Context: an optimization exercise on an open-source flow, tuned for small area, a short achievable clock period and few clock cycles per item. The choices shown serve that exercise and are no tape-out recipe. At most, simulation tests tie the RTL to the original design; equivalence was not proved. Power and IR drop assume default switching activity.

build 62:
==> flow/design.v <==
`default_nettype none
module matmul_adder_tree_pipe (
  input  logic         clk,
  input  logic         rst_n,
  input  logic         in_valid,
  output logic         in_ready,
  input  logic [431:0] prod,
  input  logic         in_last,
  input  logic         accum_en,
  output logic         out_valid,
  input  logic         out_ready,
  output logic [215:0] mult,
  output logic [8:0]   sat_flag,
  output logic [7:0]   beat_cnt
);
  logic        w_en;
  logic        w_fire;
  logic        r_vld;
  logic        r_close;
  logic [17:0] r_tree [9];
  logic        r_idle;        
  logic        r_fresh;
  logic [7:0]  r_cnt;
  logic [8:0]  r_sat;
  logic [23:0] r_acc [9];
  logic [23:0] w_next [9];
  logic [8:0]  w_ovf;
  assign w_en     = r_idle | out_ready;
  assign in_ready = w_en;
  assign w_fire   = w_en & r_vld;
  generate
    for (genvar i = 0; i < 3; i++) begin : g_row
      for (genvar j = 0; j < 3; j++) begin : g_col
        localparam int e = i*3 + j;
        logic signed [17:0] w_t;
        logic signed [24:0] w_s;
        assign w_t = 18'($signed(prod[((i*3+0)*3+j)*16 +: 16]))
                   + 18'($signed(prod[((i*3+1)*3+j)*16 +: 16]))
                   + 18'($signed(prod[((i*3+2)*3+j)*16 +: 16]));
        always_ff @(posedge clk) begin
          if (w_en) r_tree[e] <= w_t;
        end
        matmul_adder_tree_pipe_skl #(.N(25)) u_add_s (
          .a(25'($signed(r_acc[e]))), .b(25'($signed(r_tree[e]))), .sum(w_s));
        assign w_ovf[e]  = ~r_fresh & (w_s[24] ^ w_s[23]);
        assign w_next[e] = r_fresh ? 24'($signed(r_tree[e])) :
                           (w_s[24] ^ w_s[23]) ? {w_s[24], {23{~w_s[24]}}} : w_s[23:0];
      end
    end
  endgenerate
  always_ff @(posedge clk) begin
    if (w_en) r_close <= in_last | ~accum_en;
  end
  always_ff @(posedge clk or negedge rst_n) begin
    if (!rst_n) begin
      r_vld       <= 1'b0;
      r_idle      <= 1'b1;
      r_fresh     <= 1'b1;
    end else if (w_en) begin
      r_vld       <= in_valid;
      r_idle      <= ~(r_vld & r_close);
      if (r_vld) r_fresh <= r_close;
    end
  end
  always_ff @(posedge clk) begin
    if (w_fire) begin
      for (int e = 0; e < 9; e++) r_acc[e] <= w_next[e];
      r_sat <= r_fresh ? w_ovf : (r_sat | w_ovf);
      r_cnt <= r_fresh ? 8'd1 : (r_cnt + {7'd0, ~&r_cnt});
    end
  end
  assign out_valid = ~r_idle;
  for (genvar e = 0; e < 9; e++) begin : g_out
    assign mult[e*24 +: 24] = r_acc[e];
  end
  assign sat_flag = r_sat;
  assign beat_cnt = r_cnt;
endmodule
module matmul_adder_tree_pipe_skl #(
  parameter int N = 8
) (
  input  logic [N-1:0] a,
  input  logic [N-1:0] b,
  output logic [N-1:0] sum
);
  localparam int L = $clog2(N);
  logic [N-1:0] g [L+1];
  logic [N-1:0] p [L+1];
  assign g[0] = a & b;
  assign p[0] = a ^ b;
  for (genvar l = 0; l < L; l++) begin : g_lvl
    for (genvar i = 0; i < N; i++) begin : g_bit
      if ((i >> l) & 1) begin : g_op
        localparam int j = ((i >> l) << l) - 1;
        assign g[l+1][i] = g[l][i] | (p[l][i] & g[l][j]);
        assign p[l+1][i] = p[l][i] & p[l][j];
      end else begin : g_pass
        assign g[l+1][i] = g[l][i];
        assign p[l+1][i] = p[l][i];
      end
    end
  end
  assign sum = p[0] ^ {g[L][N-2:0], 1'b0};
endmodule
`default_nettype wire
Settings: LEC_CHECK=0, ABC_AREA=1, CAP_MARGIN=20, CORE_MARGIN=2, CORE_UTILIZATION=50, CTS_BUF_LIST=sky130_fd_sc_hd__clkbuf_2 sky130_fd_sc_hd__clkbuf_4 sky130_fd_sc_hd__clkbuf_8, CTS_CLUSTER_DIAMETER=60, CTS_CLUSTER_SIZE=14, SETUP_SLACK_MARGIN=1.8, SLEW_MARGIN=20, TNS_END_PERCENT=10; clock period 4.5 ns.
standard.sh (not shown) runs the stock make flow with config.mk's settings and CLKGATE_MAP_FILE= SYNTH_SCRIPT=/design/flow/synth_recipe.tcl, a recipe that flattens the netlist after the stock synthesis.
==> flow/flow/run.sh <==
#!/bin/bash
set -euo pipefail
export BUFFER_PORTS_ARGS="-buffer_cell sky130_fd_sc_hd__buf_1"
bash standard.sh > standard_flow.log 2>&1
The following lists how build 71 was set up differently from build 62:
# build 62
export LEC_CHECK = 0
export ABC_AREA = 1
export CAP_MARGIN = 20
export CORE_MARGIN = 2
export CORE_UTILIZATION = 50
export CTS_BUF_LIST = sky130_fd_sc_hd__clkbuf_2 sky130_fd_sc_hd__clkbuf_4 sky130_fd_sc_hd__clkbuf_8
export CTS_CLUSTER_DIAMETER = 60
export CTS_CLUSTER_SIZE = 14
export SETUP_SLACK_MARGIN = 1.8
export SLEW_MARGIN = 20
export TNS_END_PERCENT = 10
create_clock -name core_clock -period 4.5 [get_ports {clk}]
# build 71
export LEC_CHECK = 0
export ABC_AREA = 1
export CAP_MARGIN = 20
export CORE_MARGIN = 2
export CORE_UTILIZATION = 50
export CTS_BUF_LIST = sky130_fd_sc_hd__clkbuf_2 sky130_fd_sc_hd__clkbuf_4 sky130_fd_sc_hd__clkbuf_8
export CTS_CLUSTER_DIAMETER = 60
export CTS_CLUSTER_SIZE = 14
export SETUP_SLACK_MARGIN = 2.1
export SLEW_MARGIN = 20
create_clock -name core_clock -period 4.5 [get_ports {clk}]
Build 71: done, clean on timing, DRC and antenna. [build 71] final-layout worst hold slack rose 0.36 ns relative to build 62. Compared with build 62, build 71 instantiates a larger number of standard cells. Changes observed in build 71 relative to build 62: share of cell area taken by flip-flops and latches shows a reduction of 3.9 points, total number of tap cells level. Non-clock buffer count | build 71 above build 62. For build 71, the standard cell with the maximum stage delay on the critical path was sky130_fd_sc_hd__edfxtp_1, unlike build 62, where it was sky130_fd_sc_hd__fa_1. Switching portion of total power for build 71 is higher than for build 62. Fraction of cell area in non-clock buffers: build 71 vs build 62 up 3.2 points. Looking at class of the most critical hold timing path, the reg -> reg result is from build 71; the in -> async one comes from build 62. Build 62 → build 71: number of multi-input combinational cells level; final instance area now sits higher. Clock share of power | build 71 below build 62. The internal cell power reported for build 71 is greater than that of build 62 by 3200 µW. Run comparison: build 62 startpoint of the worst setup timing path prod[17]; build 71 startpoint of the worst setup timing path r_acc[8][0].
Input-level comparison between build 34 and build 71:
# build 71
export LEC_CHECK = 0
export ABC_AREA = 1
export CAP_MARGIN = 20
export CORE_MARGIN = 2
export CORE_UTILIZATION = 50
export CTS_BUF_LIST = sky130_fd_sc_hd__clkbuf_2 sky130_fd_sc_hd__clkbuf_4 sky130_fd_sc_hd__clkbuf_8
export CTS_CLUSTER_DIAMETER = 60
export CTS_CLUSTER_SIZE = 14
export SETUP_SLACK_MARGIN = 2.1
export SLEW_MARGIN = 20
create_clock -name core_clock -period 4.5 [get_ports {clk}]
# build 34
export LEC_CHECK = 0
export ABC_AREA = 1
export CAP_MARGIN = 20
export CORE_MARGIN = 2
export CORE_UTILIZATION = 58
export CTS_BUF_LIST = sky130_fd_sc_hd__clkbuf_2 sky130_fd_sc_hd__clkbuf_4 sky130_fd_sc_hd__clkbuf_8
export CTS_CLUSTER_DIAMETER = 60
export CTS_CLUSTER_SIZE = 14
export SETUP_SLACK_MARGIN = 1.9
export SLEW_MARGIN = 20
create_clock -name core_clock -period 4.5 [get_ports {clk}]
Findings:
- Summary — clock latency of the later-clocked register in the worst-skew pair, build 34 relative to build 71: lower, by 0.05 ns.
- In the metrics for build 71 and build 34, the one carrying the lower final-layout fill cell count is build 34.
- When build 34 is set beside build 71, its final cell count turns out to be 4.7% smaller.
No functional check of the RTL was part of any run of this note.

* * *

Another version of the RTL of matmul_adder_tree_pipe (not shown whole).
For scale: ~400 flip-flops, roughly 670 I/O pins, about 34,000 um^2 of cells after synthesis.
// matmul_adder_tree_pipe
module matmul_adder_tree_pipe (
  input  logic         clk,
  input  logic         rst_n,
  input  logic         in_valid,
  output logic         in_ready,
  input  logic [431:0] prod,
  input  logic         in_last,
  input  logic         accum_en,
  output logic         out_valid,
  input  logic         out_ready,
  output logic [215:0] mult,
  output logic [8:0]   sat_flag,
  output logic [7:0]   beat_cnt
);
  logic        w_en;
  logic        w_fire;
  logic        r_vld;
  logic        r_close;
  logic [17:0] r_tree [9];
  logic        r_out_valid;
  logic        r_fresh;
  logic [7:0]  r_cnt;
  logic [8:0]  r_sat;
  logic [23:0] r_acc [9];
  logic [23:0] w_next [9];
  logic [8:0]  w_ovf;
  assign w_en     = ~r_out_valid | out_ready;
  assign in_ready = w_en;
  assign w_fire   = w_en & r_vld;
  generate
    for (genvar i = 0; i < 3; i++) begin : g_row
      for (genvar j = 0; j < 3; j++) begin : g_col
        localparam int e = i*3 + j;
        logic signed [17:0] w_t;
        logic signed [24:0] w_s;
        assign w_t = 18'($signed(prod[((i*3+0)*3+j)*16 +: 16]))
                   + 18'($signed(prod[((i*3+1)*3+j)*16 +: 16]))
                   + 18'($signed(prod[((i*3+2)*3+j)*16 +: 16]));
        always_ff @(posedge clk) begin
          if (w_en) r_tree[e] <= w_t;
        end
        matmul_adder_tree_pipe_skl #(.N(25)) u_add_s (
          .a(25'($signed(r_acc[e]))), .b(25'($signed(r_tree[e]))), .sum(w_s));
        assign w_ovf[e]  = ~r_fresh & (w_s[24] ^ w_s[23]);
        assign w_next[e] = r_fresh ? 24'($signed(r_tree[e])) :
                           (w_s[24] ^ w_s[23]) ? {w_s[24], {23{~w_s[24]}}} : w_s[23:0];
      end
    end
  endgenerate
  always_ff @(posedge clk) begin
    if (w_en) r_close <= in_last | ~accum_en;
  end
  always_ff @(posedge clk or negedge rst_n) begin
    if (!rst_n) begin
      r_vld       <= 1'b0;
      r_out_valid <= 1'b0;
      r_fresh     <= 1'b1;
    end else if (w_en) begin
      r_vld       <= in_valid;
      r_out_valid <= r_vld & r_close;
      if (r_vld) r_fresh <= r_close;
    end
  end
  always_ff @(posedge clk) begin
    if (w_fire) begin
      for (int e = 0; e < 9; e++) r_acc[e] <= w_next[e];
      r_sat <= r_fresh ? w_ovf : (r_sat | w_ovf);
  ...
export LEC_CHECK = 0
export ABC_AREA = 1
export CAP_MARGIN = 20
export CORE_MARGIN = 2
export CORE_UTILIZATION = 50
export CTS_BUF_LIST = sky130_fd_sc_hd__clkbuf_2 sky130_fd_sc_hd__clkbuf_4 sky130_fd_sc_hd__clkbuf_8
export CTS_CLUSTER_DIAMETER = 80
export CTS_CLUSTER_SIZE = 20
export SETUP_SLACK_MARGIN = 1.9
export SLEW_MARGIN = 20
create_clock -name core_clock -period 4.5 [get_ports {clk}]
Scripts as last shown in full above: flow/flow/run.sh
Testbench counts at the start, summed over its fixed seeds: cycles 16,016, items 16,000.
Change:
CTS_CLUSTER_DIAMETER = 60   (was 80)
CTS_CLUSTER_SIZE = 14   (was 20)
Result: The changed run produced a clean layout; critical path depth stays the same; first-iteration DRC count came out higher by 6.3%; design area came out higher by 0.45%.
Change:
CORE_UTILIZATION = 62   (was 50)
Effect: Total power drops by a few percent. Die area drops by about a fifth. Combinational power barely changes. Synthesized area stays the same.
Change:
CORE_UTILIZATION = 58   (was 62)
The changed run finished clean.
Core utilization goes down by 4.2 points.
Routed wire length hardly moves.
Worst setup slack improves by 0.035 ns.
Die area grows by 6.8%.
Cell count rose by 1.6%.
Power rises by 1.6%.
Hold slack degrades by 0.017 ns.
Flip-flop and latch count does not change.
Maximum frequency is higher by 1.4%.

==> port drivers added, routing unchanged <==
In the flow no input, the clock included, has a driving cell. The finished layouts below were timed again as built, in two steps.
Step 1 (the two cells are an assumption about what drives the block):
set clk [get_ports {clk}]
set_driving_cell -lib_cell sky130_fd_sc_hd__clkbuf_16 $clk
set_driving_cell -lib_cell sky130_fd_sc_hd__buf_2 [delete_from_list [all_inputs] $clk]
Step 2 moves the port delays by t, midway between the first and last clock arrival at a register: inputs arrive t later, outputs are due t later. That takes back most of the time a late clock gives input paths.
a / b / c = ideal ports / drivers / drivers and shift; a / b = the first two.
run	t, ns	slack for setup (ns)	slew at the worst register clock pin (ns)	pins driven straight from the clock port
build 62	0.716	1.762 / 1.807 / 1.092	0.10 / 0.10	1
build 71	0.720	2.019 / 2.012 / 1.326	0.10 / 0.10	1
build 34	0.693	1.979 / 1.931 / 1.310	0.10 / 0.10	1
the first run of note 2	0.691	1.929 / 1.938 / 1.279	0.12 / 0.12	1
the second run of note 2	0.697	1.901 / 1.919 / 1.227	0.10 / 0.10	1
the third run of note 2	0.699	1.945 / 1.945 / 1.302	0.10 / 0.10	1
the fourth run of note 2	0.695	1.980 / 1.938 / 1.327	0.10 / 0.10	1
After both steps every run listed still meets setup and hold. The setup slack of build 71, which loses most, moves by -0.007 ns with the drivers and by -0.693 ns with both steps.
